This is an optimization exercise on Yosys and OpenROAD, whose aim is small area and a short achievable clock period, not a production implementation.
Where RTL was checked, it was by simulation tests only, not by an equivalence proof against the original.
Power figures rest on the tool's default switching activity, not on a simulated workload.

==> try-violet <==
## fused_mult_top
module fused_mult_top (
	input  logic                     clk,
	input  logic                     reset,
	input  fused_mult_pkg::operand_t a,
	input  fused_mult_pkg::operand_t b,
	input  logic                     a_sign,
	input  logic                     b_sign,
	input  fused_mult_pkg::mode_t    mode,
	output fused_mult_pkg::result_t  result
);
export LEC_CHECK = 0
export CAP_MARGIN = 20
export CORE_MARGIN = 2
export CORE_UTILIZATION = 40
export CTS_CLUSTER_DIAMETER = 100
export CTS_CLUSTER_SIZE = 30
export PLACE_DENSITY = 0.6
export SETUP_SLACK_MARGIN = 5
export SLEW_MARGIN = 20
export SYNTH_HIERARCHICAL = 1
export SYNTH_MINIMUM_KEEP_SIZE = 0
create_clock -name core_clock -period 11.0 [get_ports {clk}]
standard.sh (not shown) runs the stock make flow with config.mk's settings and CLKGATE_MAP_FILE= SYNTH_SCRIPT=/design/flow/synth_recipe.tcl, a recipe that flattens the netlist after the stock synthesis.
==> flow/flow/run.sh <==
#!/bin/bash
# The standard layout (the standard.sh, unchanged synthesis and steps),
# with plain buf_1 cells as the port buffers instead of the resizer's
# default pick (a clock delay buffer).
export BUFFER_PORTS_ARGS="-buffer_cell sky130_fd_sc_hd__buf_1"
bash standard.sh > standard.log 2>&1
==> try-ember (differences from try-violet) <==
--- a/flow/design.v
+++ b/flow/design.v
@@ -2120,2 +2120,11 @@
 endmodule
+module fm_hai (
+	input  logic a,
+	input  logic b,
+	output logic s,
+	output logic co
+);
+	assign s  = ~(a ^ b);
+	assign co = a | b;
+endmodule
 `default_nettype wire
==> flow/flow/run.sh (replaced) <==
#!/bin/bash
export BUFFER_PORTS_ARGS="-buffer_cell sky130_fd_sc_hd__buf_2"
bash standard.sh SETUP_SLACK_MARGIN=6 finish > standard.log 2>&1
Settings changed: CTS_CLUSTER_DIAMETER 100 to not set, CTS_CLUSTER_SIZE 30 to not set.
==> summary of the runs <==
try-violet completed with no timing, DRC or antenna violations. try-ember passed the timing, design-rule and antenna checks. Final cell count: try-ember is larger than try-violet (about 4%). Against try-ember, the clock-buffer cell count of try-violet is lower by 19. In try-violet the worst setup slack is lower than in try-ember, by 0.16 ns. In try-violet the cell area is lower than in try-ember, by 10%. Synthesized cell count is the same in try-ember and try-violet. Against try-ember, the worst hold slack of try-violet is higher by 0.0075 ns.
No functional check of the RTL was part of try-violet.

* * *

==> inputs of build 12 <==
fused_mult_top, a different RTL version from the one above (not shown whole).
clock: 11.0 ns
lec_check: 0
cap_margin: 5
core_margin: 2
core_utilization: 40
cts_cluster_diameter: 100
cts_cluster_size: 30
place_density: 0.6
setup_slack_margin: 5
slew_margin: 5
synth_hierarchical: 1
synth_minimum_keep_size: 0
==> flow/flow/run.sh <==
#!/bin/bash
# The standard layout (the standard.sh, unchanged synthesis and steps),
# with plain buf_1 cells as the port buffers instead of the resizer's
# default pick (a clock delay buffer).
export BUFFER_PORTS_ARGS="-buffer_cell sky130_fd_sc_hd__buf_1"
bash standard.sh > standard.log 2>&1
==> inputs of build 33, as changes to build 12 <==
Settings changed: CAP_MARGIN 5 to 20, CORE_UTILIZATION 40 to 65, PLACE_DENSITY 0.6 to 0.8, SLEW_MARGIN 5 to 20.
==> inputs of build 16, as changes to build 12 <==
Settings changed: CAP_MARGIN 5 to 20, GPL_TIMING_DRIVEN set to 1, SLEW_MARGIN 5 to 20.
==> comparison <==
Clock-buffer cell count: build 33 is higher than build 12 (1).
Combinational power is about the same in build 12 and build 16.
Against build 16, the first-iteration DRC count of build 33 is larger by 31%.
Die area is the same in build 16 and build 12.
In build 16 the power is smaller than in build 33, by 2.9%.
==> figures <==
DR vias/cell: build 16 6.02; build 33 7.01; build 12 6.02
Detailed router's first-iteration violation count: build 16 2454; build 33 3206; build 12 2454
Rel. slew slack: build 16 0.322; build 33 0.313; build 12 0.322
Effective utilization at floorplan: build 16 0.405; build 33 0.661; build 12 0.405
Detailed Routing Iterations Pass 1: build 16 6; build 33 7; build 12 6
DR WL met3: build 16 9700 microns; build 33 12200 microns; build 12 9700 microns
Sequential portion of the cell area: build 16 0.161; build 33 0.161; build 12 0.161
Result of the run: build 16 complete, no violations; build 33 complete, no violations; build 12 complete, no violations
Crit path DAT: build 16 6480 ps; build 33 6550 ps; build 12 6480 ps
Worst-case clock skew: build 16 55.6 ps; build 33 38.2 ps; build 12 55.6 ps
Vertical die dimension: build 16 268 microns; build 33 211 microns; build 12 268 microns
ClkCell Share: build 16 0.0158; build 33 0.0165; build 12 0.0158

* * *

==> job 1661 <==
fused_mult_top, a different RTL version from the one above (not shown whole).
## fused_mult_top
module fused_mult_top (
	input  logic                     clk,
	input  logic                     reset,
	input  fused_mult_pkg::operand_t a,
	input  fused_mult_pkg::operand_t b,
	input  logic                     a_sign,
	input  logic                     b_sign,
	input  fused_mult_pkg::mode_t    mode,
	output fused_mult_pkg::result_t  result
);
==> flow/config.mk <==
export PLATFORM = sky130hd
export DESIGN_NAME = fused_mult_top
export DESIGN_NICKNAME = fused_mult_top
export VERILOG_FILES = /design/flow/design.v
export SDC_FILE = /design/flow/constraint.sdc
export NUM_CORES = 4
export LEC_CHECK = 0
export CAP_MARGIN = 20
export CORE_MARGIN = 2
export CORE_UTILIZATION = 40
export PLACE_DENSITY = 0.6
export SETUP_SLACK_MARGIN = 5
export SLEW_MARGIN = 20
export SYNTH_HIERARCHICAL = 1
export SYNTH_MINIMUM_KEEP_SIZE = 0
==> flow/constraint.sdc <==
create_clock -name core_clock -period 11.0 [get_ports {clk}]
set_input_delay 2.2000 -clock core_clock [delete_from_list [all_inputs] [get_ports {clk}]]
set_output_delay 2.2000 -clock core_clock [all_outputs]
set_load 0.01 [all_outputs]
run.sh (not shown) runs the stock make flow with config.mk's settings and CLKGATE_MAP_FILE= SYNTH_SCRIPT=/design/flow/synth_recipe.tcl, a recipe that flattens the netlist after the stock synthesis.
Stock flow here: none of the scripts above is used.
==> job 2793: changes against job 1661 <==
==> flow/flow/run.sh (new file) <==
#!/bin/bash
# The standard layout (the standard.sh, unchanged synthesis and steps),
# with plain buf_2 cells as the port buffers instead of the resizer's
# default pick (a clock delay buffer).
export BUFFER_PORTS_ARGS="-buffer_cell sky130_fd_sc_hd__buf_2"
bash standard.sh > standard.log 2>&1
==> flow/standard.sh (new file) <==
#!/bin/bash
# synth_recipe.tcl (not shown) runs the flow's synth.tcl, then flattens the netlist and writes it again
# the make line also repeats each setting of config.mk as NAME=value (left out here)
make -C /OpenROAD-flow-scripts/flow DESIGN_CONFIG=/design/flow/config.mk WORK_HOME=/design/flow/orfs CLKGATE_MAP_FILE= SYNTH_SCRIPT=/design/flow/synth_recipe.tcl "${@:-finish}"
CTS_BUF_LIST = sky130_fd_sc_hd__clkbuf_4 sky130_fd_sc_hd__clkbuf_8   (was default)
removed: flow/run.sh
==> run summary <==
Result of the run: job 2793 timing/DRC/antenna clean; job 1661 timing/DRC/antenna clean
Filler Cells Inserted: job 2793 6,648; job 1661 6,553
Final critical-path setup slack: job 2793 4.70 ns; job 1661 4.75 ns
Power density relative to cell area: job 2793 353 nW/um^2; job 1661 360 nW/um^2
Routing usage on met1: job 2793 37.4%; job 1661 36.2%
Endpoint of the worst register-to-register path: job 2793 row_q[2][5]; job 1661 row_q[2][7]
Number of cells in the finished layout apart from fillers: job 2793 3,721; job 1661 3,706
Levels on crit path: job 2793 16; job 1661 13
Slowest stage cell, crit path: job 2793 sky130_fd_sc_hd__fa_1; job 1661 sky130_fd_sc_hd__fa_2
Routability cong.: job 2793 1.03; job 1661 1.00
Fraction of power consumed by sequential logic: job 2793 15.0%; job 1661 14.2%
Total Power: job 2793 11.5 mW; job 1661 12.1 mW
Start of the worst register-to-register path: job 2793 u_ctl2.q[1]; job 1661 aq[21]
Clock-cell share: job 2793 3.88%; job 1661 3.95%
Antenna violations before repair: job 2793 5; job 1661 3
Layout buffering overhead excluding clock cells: job 2793 3.60%; job 1661 5.97%
Number of global-route vias before repair: job 2793 23,000; job 1661 23,200
Met2 wire len: job 2793 48,600 microns; job 1661 46,700 microns
Achievable clock frequency: job 2793 159 MHz; job 1661 160 MHz
Met3 Use GR: job 2793 5.01%; job 1661 4.73%
Clock latency of the later-clocked register in the worst-skew pair: job 2793 0.71 ns; job 1661 0.59 ns
Total setup buffers inserted after CTS: job 2793 13; job 1661 19
Vias after detailed routing: job 2793 22,000; job 1661 22,100
Power spent charging and discharging nets: job 2793 5.88 mW; job 1661 6.13 mW
Clk slew on worst S/H paths: job 2793 0.06 ns; job 1661 0.07 ns
HPWL after detailed placement: job 2793 82,000 microns; job 1661 80,200 microns
Area Overhead vs Synth: job 2793 12.4%; job 1661 15.8%

* * *

==> job 6363: inputs <==
RTL: one of the versions met above, not the one the previous note started from.
Settings: LEC_CHECK=0, CAP_MARGIN=20, CORE_MARGIN=2, CORE_UTILIZATION=40, CTS_CLUSTER_DIAMETER=100, CTS_CLUSTER_SIZE=30, PLACE_DENSITY=0.6, SETUP_SLACK_MARGIN=5, SLEW_MARGIN=20, SYNTH_HIERARCHICAL=1, SYNTH_MINIMUM_KEEP_SIZE=0; clock period 11.0 ns.
standard.sh (not shown) runs the stock make flow with config.mk's settings and CLKGATE_MAP_FILE= SYNTH_SCRIPT=/design/flow/synth_recipe.tcl, a recipe that flattens the netlist after the stock synthesis.
==> flow/flow/run.sh <==
#!/bin/bash
# The standard layout (the standard.sh, unchanged synthesis and steps),
# with plain buf_2 cells as the port buffers instead of the resizer's
# default pick (a clock delay buffer).
export BUFFER_PORTS_ARGS="-buffer_cell sky130_fd_sc_hd__buf_2"
bash standard.sh > standard.log 2>&1
==> job 8798: changes against job 6363 <==
CTS_CLUSTER_DIAMETER = not set   (was 100)
CTS_CLUSTER_SIZE = not set   (was 30)
==> summary.md <==
| Metric | Value |
|---|---|
| Final core occ | 0.447 |
| Period minus WS final | between 5 and 6 ns |
| WP buf/inv | 2 |
| Final worst setup slack | around 5.0 ns |
| Final #Nets | about 3500 |
| Flop pwr share | 0.147 |
| P_clk | ~0.00074 W |
| Worst-Margin Slew | roughly 1.1 ns |
| Total track usage | 0.281 |
| N_diodes | 1 |
| Iter 0 DRT Violations | between 2000 and 2500 |
| Post-CTS setup buffer count | 2 |
| Internal Pwr Total | ~0.0052 W |
| Share of cells above drive strength 1 | 0.164 |
| Reg area | ~5700 um^2 |
| Final Skew | 0.0234 ns |
| Clk Latency, worst-skew pair | 0.55 ns |
| Global-route wire length before repair | 152 mm |
| Outcome | complete, no violations |
| Power, Total | between 0.01 and 0.015 W |
That was job 6363.
==> summary.md <==
| Metric | Value |
|---|---|
| Outcome | complete, no violations |
| Iter 0 DRT Violations | approximately 2300 |
| Period minus WS final | 5.95 ns |
| Reg area | approximately 5600 um^2 |
| Total track usage | 0.281 |
| Worst-Margin Slew | between 1 and 1.5 ns |
| WP buf/inv | 3 |
| Final worst setup slack | between 5 and 6 ns |
| Share of cells above drive strength 1 | 0.158 |
| Final core occ | 0.449 |
That was job 8798.

* * *

==> run C <==
fused_mult_top with an RTL version that a note above also has.
## fused_mult_top
module fused_mult_top (
	input  logic                     clk,
	input  logic                     reset,
	input  fused_mult_pkg::operand_t a,
	input  fused_mult_pkg::operand_t b,
	input  logic                     a_sign,
	input  logic                     b_sign,
	input  fused_mult_pkg::mode_t    mode,
	output fused_mult_pkg::result_t  result
);
	logic [53:0] as_w, bs_w, a_d, b_d;
	wire wide = (mode == 2'd0);
	assign as_w[8:0] = wide ? a[8:0] : a[8:0];
	assign bs_w[8:0] = wide ? b[8:0] : b[8:0];
	assign as_w[17:9] = wide ? a[17:9] : a[17:9];
	assign bs_w[17:9] = wide ? b[17:9] : b[17:9];
	assign as_w[26:18] = wide ? a[26:18] : a[26:18];
	assign bs_w[26:18] = wide ? b[8:0] : b[26:18];
	assign as_w[35:27] = wide ? a[17:9] : a[35:27];
	assign bs_w[35:27] = wide ? b[8:0] : b[35:27];
	assign as_w[44:36] = wide ? a[8:0] : a[44:36];
	assign bs_w[44:36] = wide ? b[17:9] : b[44:36];
	assign as_w[53:45] = wide ? a[26:18] : a[53:45];
  ...
==> flow/config.mk <==
export PLATFORM = sky130hd
export DESIGN_NAME = fused_mult_top
export DESIGN_NICKNAME = fused_mult_top
export VERILOG_FILES = /design/flow/design.v
export SDC_FILE = /design/flow/constraint.sdc
export NUM_CORES = 4
export LEC_CHECK = 0
export CAP_MARGIN = 20
export CORE_MARGIN = 2
export CORE_UTILIZATION = 40
export CTS_CLUSTER_DIAMETER = 100
export CTS_CLUSTER_SIZE = 30
export PLACE_DENSITY = 0.6
export SETUP_SLACK_MARGIN = 5
export SLEW_MARGIN = 20
export SYNTH_HIERARCHICAL = 1
export SYNTH_MINIMUM_KEEP_SIZE = 0
==> flow/constraint.sdc <==
create_clock -name core_clock -period 11.0 [get_ports {clk}]
set_input_delay 2.2000 -clock core_clock [delete_from_list [all_inputs] [get_ports {clk}]]
set_output_delay 2.2000 -clock core_clock [all_outputs]
set_load 0.01 [all_outputs]
==> flow/flow/run.sh <==
#!/bin/bash
# The standard layout (the standard.sh, unchanged synthesis and steps),
# with plain buf_1 cells as the port buffers instead of the resizer's
# default pick (a clock delay buffer).
export BUFFER_PORTS_ARGS="-buffer_cell sky130_fd_sc_hd__buf_1"
bash standard.sh > standard.log 2>&1
==> run H (differences from run C) <==
--- a/flow/config.mk
+++ b/flow/config.mk
@@ -7,10 +7,10 @@
 export LEC_CHECK = 0
 export CAP_MARGIN = 20
 export CORE_MARGIN = 2
-export CORE_UTILIZATION = 40
+export CORE_UTILIZATION = 60
 export CTS_CLUSTER_DIAMETER = 100
 export CTS_CLUSTER_SIZE = 30
-export PLACE_DENSITY = 0.6
+export PLACE_DENSITY = 0.75
 export SETUP_SLACK_MARGIN = 5
 export SLEW_MARGIN = 20
 export SYNTH_HIERARCHICAL = 1
==> comparison table <==
	run C	run H
Met2 wire length	46.9 mm	45.5 mm
Logic depth of the worst path, buffers included	13	12
Placed instance area	29,000 sq um	28,600 sq um
Transition time at the pin with the least slew margin	1.01 ns	1.13 ns
Wire length on met1	42.6 mm	37.0 mm
Post-CTS Resized	93	103
Placement Setup Slack	4.14 ns	4.08 ns
Core area	68,700 sq um	45,600 sq um
Worst setup startpoint	bq[23]$_DFF_P_	bq[53]$_DFF_P_
Starting utilization of the core area	0.405	0.611
Result of the run	timing/DRC/antenna clean	timing/DRC/antenna clean
Required time worst endpoint	11.40 ns	11.41 ns
Non-clock buffer count	200	214
# placed instances	3,566	3,234
Number of setup buffers added after CTS	11	13
Met1 track utilization from global routing	0.397	0.538
Power dissipated in combinational cells	8.41 mW	8.83 mW
Period minus WS final	6.08 ns	6.10 ns
Sequential share of cell area	0.161	0.161
Sequential cell power	1.44 mW	1.43 mW

## separate check: timing with driven ports
How much do the figures lean on ideal ports? The routed layouts below were timed once more, with nothing changed but the port constraints. Step 1 sets driving cells, clkbuf_16 on the clock port and buf_2 on the other inputs (assumed; they add their load-dependent delay and slew). Step 2 moves the port delays by t, midway between the first and last clock arrival at a register: inputs arrive t later, outputs are due t later. That takes back most of the time a late clock gives input paths. Three values: ideal, step 1, step 2; two values: the first two.
| run | shift t [ns] | setup WS [ns] | worst setup path after step 2 | worst slew at a driven data input, ns |
|---|---|---|---|---|
| try-violet | 0.597 | 5.017 / 5.017 / 5.017 | register to register | 0.09 |
| try-ember | 0.633 | 5.180 / 5.180 / 5.180 | register to register | 0.06 |
| build 12 | 0.567 | 4.916 / 4.916 / 4.916 | register to register | 0.07 |
| build 33 | 0.589 | 4.873 / 4.873 / 4.873 | register to register | 0.07 |
| build 16 | 0.567 | 4.916 / 4.916 / 4.916 | register to register | 0.07 |
| job 1661 | 0.639 | 4.750 / 4.686 / 5.010 | register to register | 0.06 |
| job 2793 | 0.736 | 4.696 / 4.633 / 5.061 | register to register | 0.07 |
| job 6363 | 0.601 | 5.032 / 4.972 / 5.071 | register to register | 0.10 |
| job 8798 | 0.639 | 5.046 / 4.985 / 5.053 | register to register | 0.10 |
| run C | 0.567 | 4.916 / 4.916 / 4.916 | register to register | 0.07 |
| run H | 0.593 | 4.905 / 4.905 / 4.905 | register to register | 0.07 |
After both steps every run listed still meets setup and hold.
